Context: an optimization exercise on an open-source flow, tuned for small area, a short achievable clock period and few clock cycles per item. The choices shown serve that exercise and are no tape-out recipe.
Only simulation tests tie the RTL to the original design; equivalence was not proved.
Power figures rest on the tool's default switching activity, not on a simulated workload.

==> 11-22 <==
==> flow/design.v <==
package lsc_pkg;
  localparam int ENTRIES = 32;
  localparam int IDX_W   = 5;
  localparam int KEY_W   = 32;
  localparam int STAMP_W = 32;
  localparam int QDEPTH  = 4;    
  localparam logic OP_ADD   = 1'b0;
  localparam logic OP_CLEAR = 1'b1;
endpackage
module lsc_cell (
  input  logic                         clk,
  input  logic                         we_key,
  input  logic                         we_stamp,
  input  logic [lsc_pkg::KEY_W-1:0]    wr_key,
  input  logic [lsc_pkg::STAMP_W-1:0]  wr_stamp,
  input  logic [lsc_pkg::KEY_W-1:0]    cmp_key,
  input  logic [lsc_pkg::STAMP_W-1:0]  cmp_stamp,
  output logic                         key_eq,      
  output logic                         stamp_lt,    
  output logic                         stamp_le     
);
  logic [lsc_pkg::KEY_W-1:0]   key;
  logic [lsc_pkg::STAMP_W-1:0] stamp;
  always_ff @(posedge clk) begin
    if (we_key) key <= wr_key;
  end
  always_ff @(posedge clk) begin
    if (we_stamp) stamp <= wr_stamp;
  end
  assign key_eq   = (cmp_key == key);
  assign stamp_lt = (cmp_stamp < stamp);
  assign stamp_le = (cmp_stamp <= stamp);
endmodule
module lru_sample_cache_slot_manager (
  input  logic                 clk,
  input  logic                 rst,
  input  logic                 req_valid,
  output logic                 req_ready,
  input  logic                 req_op,
  input  logic [31:0]          req_key,
  input  logic [31:0]          req_now_time,
  output logic                 rsp_valid,
  input  logic                 rsp_ready,
  output logic [4:0]           rsp_slot,
  output logic                 rsp_hit,
  output logic                 rsp_evicted
);
  localparam int N = lsc_pkg::ENTRIES;
  localparam int Q = lsc_pkg::QDEPTH;
  logic        a_v;
  logic        a_op;
  logic [31:0] a_key;
  logic [31:0] a_t;
  logic        req_acc;
  assign req_acc = req_valid && req_ready;
  always_ff @(posedge clk) begin
    if (rst) a_v <= 1'b0;
    else     a_v <= req_acc;
  end
  always_ff @(posedge clk) begin
    if (req_acc) begin
      a_op  <= req_op;
      a_key <= req_key;
      a_t   <= req_now_time;
    end
  end
  logic         b_v;
  logic         b_op;
  logic [31:0]  b_key;
  logic [31:0]  b_t;
  logic [N-1:0] b_eq, b_lt, b_le;
  logic         b_same, b_tlt, b_tle;
  logic [N-1:0] valid;
  logic [N-1:0] sel;        
  logic [N-1:0] wsel;       
  logic [N-1:0] eq_a, lt_a, le_a;
  for (genvar g = 0; g < N; g++) begin : g_cell
    lsc_cell u_cell (
      .clk       (clk),
      .we_key    (sel[g]),
      .we_stamp  (sel[g]),
      .wr_key    (b_key),
      .wr_stamp  (b_t),
      .cmp_key   (a_key),
      .cmp_stamp (a_t),
      .key_eq    (eq_a[g]),
      .stamp_lt  (lt_a[g]),
      .stamp_le  (le_a[g])
    );
  end
  always_ff @(posedge clk) begin
    if (rst) b_v <= 1'b0;
    else     b_v <= a_v;
  end
  always_ff @(posedge clk) begin
    b_op   <= a_op;
    b_key  <= a_key;
    b_t    <= a_t;
    b_eq   <= eq_a;
    b_lt   <= lt_a;
    b_le   <= le_a;
    b_same <= (a_key == b_key);
    b_tlt  <= (a_t <  b_t);
    b_tle  <= (a_t <= b_t);
  end
  logic [N-1:0] match, lt, le;
  always_comb begin
    for (int k = 0; k < N; k++) begin
      match[k] = valid[k] && (wsel[k] ? b_same : b_eq[k]);
      lt[k]    = wsel[k] ? b_tlt : b_lt[k];
      le[k]    = wsel[k] ? b_tle : b_le[k];
    end
  end
  wire  [N*N-1:0] older;
  logic [N-1:0]   oldest;
  for (genvar i = 0; i < N; i++) begin : g_row
    for (genvar k = 0; k < N; k++) begin : g_col
      if (i < k) begin : g_bit
        logic ob;
        always_ff @(posedge clk) begin
          if (sel[i])      ob <= le[k];
          else if (sel[k]) ob <= !lt[i];
        end
        assign older[i*N+k] = ob;
      end else begin : g_none
        assign older[i*N+k] = 1'b0;
      end
    end
  end
  always_comb begin
    logic [N-1:0] o;
    for (int i = 0; i < N; i++) begin
      o[i] = 1'b1;
      for (int k = 0; k < N; k++) begin
        if (k > i) o[i] = o[i] &  older[i*N+k];
        if (k < i) o[i] = o[i] & !older[k*N+i];
      end
    end
    oldest = o;
  end
  logic         found, full, is_add, is_clr;
  logic [N-1:0] fill;
  logic [4:0]   match_idx, oldest_idx, fill_idx;
  assign found  = |match;
  assign full   = valid[N-1];
  assign is_add = b_v && (b_op == lsc_pkg::OP_ADD);
  assign is_clr = b_v && (b_op == lsc_pkg::OP_CLEAR);
  always_comb begin
    for (int k = 0; k < N; k++) begin
      fill[k] = !valid[k] && (k == 0 || valid[k-1]);
    end
  end
  always_comb begin
    logic [4:0] mi, oi, fi;
    mi = '0;
    oi = '0;
    fi = '0;
    for (int k = 0; k < N; k++) begin
      if (match[k])  mi = mi | 5'(k);
      if (oldest[k]) oi = oi | 5'(k);
      if (fill[k])   fi = fi | 5'(k);
    end
    match_idx  = mi;
    oldest_idx = oi;
    fill_idx   = fi;
  end
  always_comb begin
    if (!is_add)    sel = '0;
    else if (found) sel = match;
    else if (full)  sel = oldest;
    else            sel = fill;
  end
  always_ff @(posedge clk) begin
    if (rst) wsel <= '0;
    else     wsel <= sel;
  end
  always_ff @(posedge clk) begin
    if (rst || is_clr) valid <= '0;
    else               valid <= valid | sel;
  end
  logic [6:0] res;
  always_comb begin
    if (!is_add)    res = 7'd0;
    else if (found) res = {match_idx, 1'b1, 1'b0};
    else if (full)  res = {oldest_idx, 1'b0, 1'b1};
    else            res = {fill_idx, 1'b0, 1'b0};
  end
  logic [Q-1:0] q_v;
  logic [6:0]   q_d [Q];
  logic [Q-1:0] nv;
  logic [6:0]   nd  [Q];
  logic         pop;
  assign pop = q_v[0] && rsp_ready;
  always_comb begin
    logic [Q-1:0] tv;
    logic [6:0]   td [Q];
    for (int i = 0; i < Q; i++) begin
      if (pop) begin
        tv[i] = (i + 1 < Q) ? q_v[(i + 1) % Q] : 1'b0;
        td[i] = q_d[(i + 1) % Q];
      end else begin
        tv[i] = q_v[i];
        td[i] = q_d[i];
      end
    end
    for (int i = 0; i < Q; i++) begin
      nv[i] = tv[i];
      nd[i] = td[i];
      if (b_v && !tv[i] && (i == 0 || tv[(i + Q - 1) % Q])) begin
        nv[i] = 1'b1;
        nd[i] = res;
      end
    end
  end
  always_ff @(posedge clk) begin
    if (rst) q_v <= '0;
    else     q_v <= nv;
  end
  always_ff @(posedge clk) begin
    for (int i = 0; i < Q; i++) q_d[i] <= nd[i];
  end
  assign rsp_valid   = q_v[0];
  assign rsp_slot    = q_d[0][6:2];
  assign rsp_hit     = q_d[0][1];
  assign rsp_evicted = q_d[0][0];
  logic [2:0] inflight, inflight_next;
  logic       ready_r;
  assign inflight_next = inflight + 3'(req_acc) - 3'(pop);
  always_ff @(posedge clk) begin
    if (rst) begin
      inflight <= '0;
      ready_r  <= 1'b1;
    end else begin
      inflight <= inflight_next;
      ready_r  <= (inflight_next < 3'(Q));
    end
  end
  assign req_ready = ready_r;
endmodule
==> flow/run.sh <==
#!/bin/bash
# synth_recipe.tcl (not shown) runs the flow's synth.tcl, then flattens the netlist and writes it again
# the make line also repeats each setting of config.mk as NAME=value (left out here)
make -C /OpenROAD-flow-scripts/flow DESIGN_CONFIG=/design/flow/config.mk WORK_HOME=/design/flow/orfs CLKGATE_MAP_FILE= SYNTH_SCRIPT=/design/flow/synth_recipe.tcl finish
==> flow/config.mk <==
export PLATFORM = sky130hd
export DESIGN_NAME = lru_sample_cache_slot_manager
export DESIGN_NICKNAME = lru_sample_cache_slot_manager
export VERILOG_FILES = /design/flow/design.v
export SDC_FILE = /design/flow/constraint.sdc
export NUM_CORES = 4
export LEC_CHECK = 0
export CAP_MARGIN = 20
export CORE_MARGIN = 2
export CORE_UTILIZATION = 40
export SLEW_MARGIN = 20
==> flow/constraint.sdc <==
create_clock -name core_clock -period 5.0 [get_ports {clk}]
set_input_delay 1.0000 -clock core_clock [delete_from_list [all_inputs] [get_ports {clk}]]
set_output_delay 1.0000 -clock core_clock [all_outputs]
set_load 0.01 [all_outputs]
==> 10-11 (differences from 11-22) <==
==> flow/design.v, changed modules only <==
module lsc_cell (
  input  logic                         clk,
  input  logic                         we_key,
  input  logic                         we_stamp,
  input  logic [lsc_pkg::KEY_W-1:0]    wr_key,
  input  logic [lsc_pkg::STAMP_W-1:0]  wr_stamp,
  input  logic [lsc_pkg::KEY_W-1:0]    cmp_key,
  input  logic [lsc_pkg::STAMP_W-1:0]  cmp_stamp,
  output logic                         key_eq,      
  output logic                         stamp_lt,    
  output logic                         stamp_le     
);
  logic [lsc_pkg::KEY_W-1:0]   key;
  logic [lsc_pkg::STAMP_W-1:0] stamp;
  always_ff @(posedge clk) begin
    if (we_key) key <= wr_key;
  end
  always_ff @(posedge clk) begin
    if (we_stamp) stamp <= wr_stamp;
  end
  assign key_eq = (cmp_key == key);
  logic [31:0] l0, e0;
  logic [15:0] l1, e1;
  logic [7:0]  l2, e2;
  logic [3:0]  l3, e3;
  logic [1:0]  l4, e4;
  always_comb begin
    for (int i = 0; i < 32; i++) begin
      l0[i] = !cmp_stamp[i] && stamp[i];
      e0[i] = !(cmp_stamp[i] ^ stamp[i]);
    end
    for (int i = 0; i < 16; i++) begin
      l1[i] = l0[2*i+1] || (e0[2*i+1] && l0[2*i]);
      e1[i] = e0[2*i+1] && e0[2*i];
    end
    for (int i = 0; i < 8; i++) begin
      l2[i] = l1[2*i+1] || (e1[2*i+1] && l1[2*i]);
      e2[i] = e1[2*i+1] && e1[2*i];
    end
    for (int i = 0; i < 4; i++) begin
      l3[i] = l2[2*i+1] || (e2[2*i+1] && l2[2*i]);
      e3[i] = e2[2*i+1] && e2[2*i];
    end
    for (int i = 0; i < 2; i++) begin
      l4[i] = l3[2*i+1] || (e3[2*i+1] && l3[2*i]);
      e4[i] = e3[2*i+1] && e3[2*i];
    end
  end
  assign stamp_lt = l4[1] || (e4[1] && l4[0]);
  assign stamp_le = stamp_lt || (e4[1] && e4[0]);
endmodule
module lru_sample_cache_slot_manager (
  input  logic                 clk,
  input  logic                 rst,
  input  logic                 req_valid,
  output logic                 req_ready,
  input  logic                 req_op,
  input  logic [31:0]          req_key,
  input  logic [31:0]          req_now_time,
  output logic                 rsp_valid,
  input  logic                 rsp_ready,
  output logic [4:0]           rsp_slot,
  output logic                 rsp_hit,
  output logic                 rsp_evicted
);
  localparam int N = lsc_pkg::ENTRIES;
  localparam int Q = lsc_pkg::QDEPTH;
  logic        a_v;
  logic        a_op;
  logic [31:0] a_key;
  logic [31:0] a_t;
  logic        req_acc;
  assign req_acc = req_valid && req_ready;
  always_ff @(posedge clk) begin
    if (rst) a_v <= 1'b0;
    else     a_v <= req_acc;
  end
  always_ff @(posedge clk) begin
    if (req_acc) begin
      a_op  <= req_op;
      a_key <= req_key;
      a_t   <= req_now_time;
    end
  end
  logic         b_v;
  logic         b_op;
  logic [31:0]  b_key;
  logic [31:0]  b_t;
  logic [N-1:0] b_eq, b_lt, b_le;
  logic         b_same1, b_tlt1, b_tle1;    
  logic         b_same2, b_tlt2, b_tle2;    
  logic         c_clr;
  logic [N-1:0] c_sel;       
  logic [4:0]   c_idx;       
  logic [31:0]  c_key;
  logic [31:0]  c_t;
  logic [N-1:0] c_lt, c_le;  
  logic [N-1:0] d_sel;       
  logic [N-1:0] valid;
  logic [N-1:0] eq_a, lt_a, le_a;
  for (genvar g = 0; g < N; g++) begin : g_cell
    lsc_cell u_cell (
      .clk       (clk),
      .we_key    (c_sel[g]),
      .we_stamp  (c_sel[g]),
      .wr_key    (c_key),
      .wr_stamp  (c_t),
      .cmp_key   (a_key),
      .cmp_stamp (a_t),
      .key_eq    (eq_a[g]),
      .stamp_lt  (lt_a[g]),
      .stamp_le  (le_a[g])
    );
  end
  always_ff @(posedge clk) begin
    if (rst) b_v <= 1'b0;
    else     b_v <= a_v;
  end
  always_ff @(posedge clk) begin
    b_op    <= a_op;
    b_key   <= a_key;
    b_t     <= a_t;
    b_eq    <= eq_a;
    b_lt    <= lt_a;
    b_le    <= le_a;
    b_same1 <= (a_key == b_key);
    b_tlt1  <= (a_t <  b_t);
    b_tle1  <= (a_t <= b_t);
    b_same2 <= (a_key == c_key);
    b_tlt2  <= (a_t <  c_t);
    b_tle2  <= (a_t <= c_t);
  end
  logic [N-1:0] vld, match, lt, le;
  always_comb begin
    for (int k = 0; k < N; k++) begin
      vld[k]   = !c_clr && (valid[k] || c_sel[k]);
      match[k] = vld[k] && (c_sel[k] ? b_same1 : d_sel[k] ? b_same2 : b_eq[k]);
      lt[k]    = c_sel[k] ? b_tlt1 : d_sel[k] ? b_tlt2 : b_lt[k];
      le[k]    = c_sel[k] ? b_tle1 : d_sel[k] ? b_tle2 : b_le[k];
    end
  end
  wire  [N*N-1:0] older;
  for (genvar i = 0; i < N; i++) begin : g_row
    for (genvar k = 0; k < N; k++) begin : g_col
      if (i < k) begin : g_bit
        logic ob;
        always_ff @(posedge clk) begin
          if (c_sel[i])      ob <= c_le[k];
          else if (c_sel[k]) ob <= !c_lt[i];
        end
        assign older[i*N+k] = ob;
      end else begin : g_none
        assign older[i*N+k] = 1'b0;
      end
    end
  end
  logic [N-1:0] c_beats, oldest;
  logic         c_any;
  assign c_any = |c_sel;
  always_comb begin
    logic [N-1:0] o;
    for (int i = 0; i < N; i++) begin
      c_beats[i] = (5'(i) > c_idx) ? c_le[i] : c_lt[i];
    end
    for (int i = 0; i < N; i++) begin
      o[i] = 1'b1;
      for (int k = 0; k < N; k++) begin
        if (k > i) o[i] = o[i] && (older[i*N+k]  || c_sel[k]);
        if (k < i) o[i] = o[i] && (!older[k*N+i] || c_sel[k]);
      end
      if (c_sel[i]) o[i] = &(c_beats | c_sel);
      else          o[i] = o[i] && !(c_any && c_beats[i]);
    end
    oldest = o;
  end
  logic         found, full, is_add, is_clr;
  logic [N-1:0] fill, sel;
  logic [4:0]   match_idx, oldest_idx, fill_idx, sel_idx;
  assign found  = |match;
  assign full   = vld[N-1];
  assign is_add = b_v && (b_op == lsc_pkg::OP_ADD);
  assign is_clr = b_v && (b_op == lsc_pkg::OP_CLEAR);
  always_comb begin
    for (int k = 0; k < N; k++) begin
      fill[k] = !vld[k] && (k == 0 || vld[k-1]);
    end
  end
  always_comb begin
    logic [4:0] mi, oi, fi;
    mi = '0;
    oi = '0;
    fi = '0;
    for (int k = 0; k < N; k++) begin
      if (match[k])  mi = mi | 5'(k);
      if (oldest[k]) oi = oi | 5'(k);
      if (fill[k])   fi = fi | 5'(k);
    end
    match_idx  = mi;
    oldest_idx = oi;
    fill_idx   = fi;
  end
  always_comb begin
    if (!is_add)    sel = '0;
    else if (found) sel = match;
    else if (full)  sel = oldest;
    else            sel = fill;
  end
  always_comb begin
    if (found)     sel_idx = match_idx;
    else if (full) sel_idx = oldest_idx;
    else           sel_idx = fill_idx;
  end
  logic [6:0] res;
  assign res = is_add ? {sel_idx, found, !found && full} : 7'd0;
  always_ff @(posedge clk) begin
    if (rst) begin
      c_sel <= '0;
      c_clr <= 1'b0;
      d_sel <= '0;
    end else begin
      c_sel <= sel;
      c_clr <= is_clr;
      d_sel <= c_sel;
    end
  end
  always_ff @(posedge clk) begin
    c_idx <= sel_idx;
    c_key <= b_key;
    c_t   <= b_t;
    c_lt  <= lt;
    c_le  <= le;
  end
  always_ff @(posedge clk) begin
    if (rst || c_clr) valid <= '0;
    else              valid <= valid | c_sel;
  end
  logic [Q-1:0] q_v;
  logic [6:0]   q_d [Q];
  logic [Q-1:0] nv;
  logic [6:0]   nd  [Q];
  logic         pop;
  assign pop = q_v[0] && rsp_ready;
  always_comb begin
    logic [Q-1:0] tv;
    logic [6:0]   td [Q];
    for (int i = 0; i < Q; i++) begin
      if (pop) begin
        tv[i] = (i + 1 < Q) ? q_v[(i + 1) % Q] : 1'b0;
        td[i] = q_d[(i + 1) % Q];
      end else begin
        tv[i] = q_v[i];
        td[i] = q_d[i];
      end
    end
    for (int i = 0; i < Q; i++) begin
      nv[i] = tv[i];
      nd[i] = td[i];
      if (b_v && !tv[i] && (i == 0 || tv[(i + Q - 1) % Q])) begin
        nv[i] = 1'b1;
        nd[i] = res;
      end
    end
  end
  always_ff @(posedge clk) begin
    if (rst) q_v <= '0;
    else     q_v <= nv;
  end
  always_ff @(posedge clk) begin
    for (int i = 0; i < Q; i++) q_d[i] <= nd[i];
  end
  assign rsp_valid   = q_v[0];
  assign rsp_slot    = q_d[0][6:2];
  assign rsp_hit     = q_d[0][1];
  assign rsp_evicted = q_d[0][0];
  logic [2:0] inflight, inflight_next;
  logic       ready_r;
  assign inflight_next = inflight + 3'(req_acc) - 3'(pop);
  always_ff @(posedge clk) begin
    if (rst) begin
      inflight <= '0;
      ready_r  <= 1'b1;
    end else begin
      inflight <= inflight_next;
      ready_r  <= (inflight_next < 3'(Q));
    end
  end
  assign req_ready = ready_r;
endmodule
- ABC_CLOCK_PERIOD_IN_PS: default -> 2000
- SETUP_SLACK_MARGIN: default -> 2.5
==> comparison table <==
item                                                                                   11-22                       10-11
Run status                                                          timing/DRC/antenna clean    timing/DRC/antenna clean
Most used cell, CP                                                  sky130_fd_sc_hd__nand2_1      sky130_fd_sc_hd__buf_6
Mapped Cells                                                                           10400                       11000
Clock latency reported for the late side of the worst-skew pair                      0.96 ns                     0.99 ns
Routed metal-1 wirelength                                                             187 mm                      257 mm
FF+latch area                                                                   0.0840 sq mm                0.0875 sq mm
Launch point of the worst path                                                        b_same                   c_sel[14]
Worst setup path end                                             g_cell[19].u_cell.stamp[25]                   q_d[3][4]
Switching Power                                                                      16.4 mW                     18.4 mW
Worst supply voltage drop on vdd                                                      351 uV                      363 uV
Final core utilization                                                                 45.9%                       49.6%
Clk_buf instances                                                                        419                         470
Top-area cell type share of the netlist area                                           58.9%                       55.0%
Area added between synthesis and finish                                                14.0%                       23.6%
Slowest cell on the critical path                                     sky130_fd_sc_hd__or4_1  sky130_fd_sc_hd__a2111oi_4
Fraction of area in registers                                                          54.8%                       49.2%
Testbench counts of 11-22, summed over its fixed seeds: cycles 4,024, items 4,000.
Testbench counts of 10-11, summed over its fixed seeds: cycles 4,024, items 4,000.

## static timing again, ports no longer ideal
The flow's constraints put no driver on any port. The routed layouts listed below were extracted and timed again, unchanged, in two steps. Step 1, drivers: a clkbuf_16 drives clk and a buf_2 each remaining input, both assumed. Step 2 times the ports against the registers' clock, not the clock port: input delays grow and output delays shrink by t, the midpoint of the rising clock arrivals with the driver on. Three values: ideal ports, drivers, drivers and shift; two values: the first two.
run	shift t [ns]	setup WS [ns]	hold WS [ns]
11-22	1.023	0.582 / 0.582 / 0.582	0.421 / 0.421 / 0.421
10-11	1.067	1.501 / 1.501 / 1.501	0.340 / 0.318 / 0.340
After both steps setup and hold are still met in every run listed.
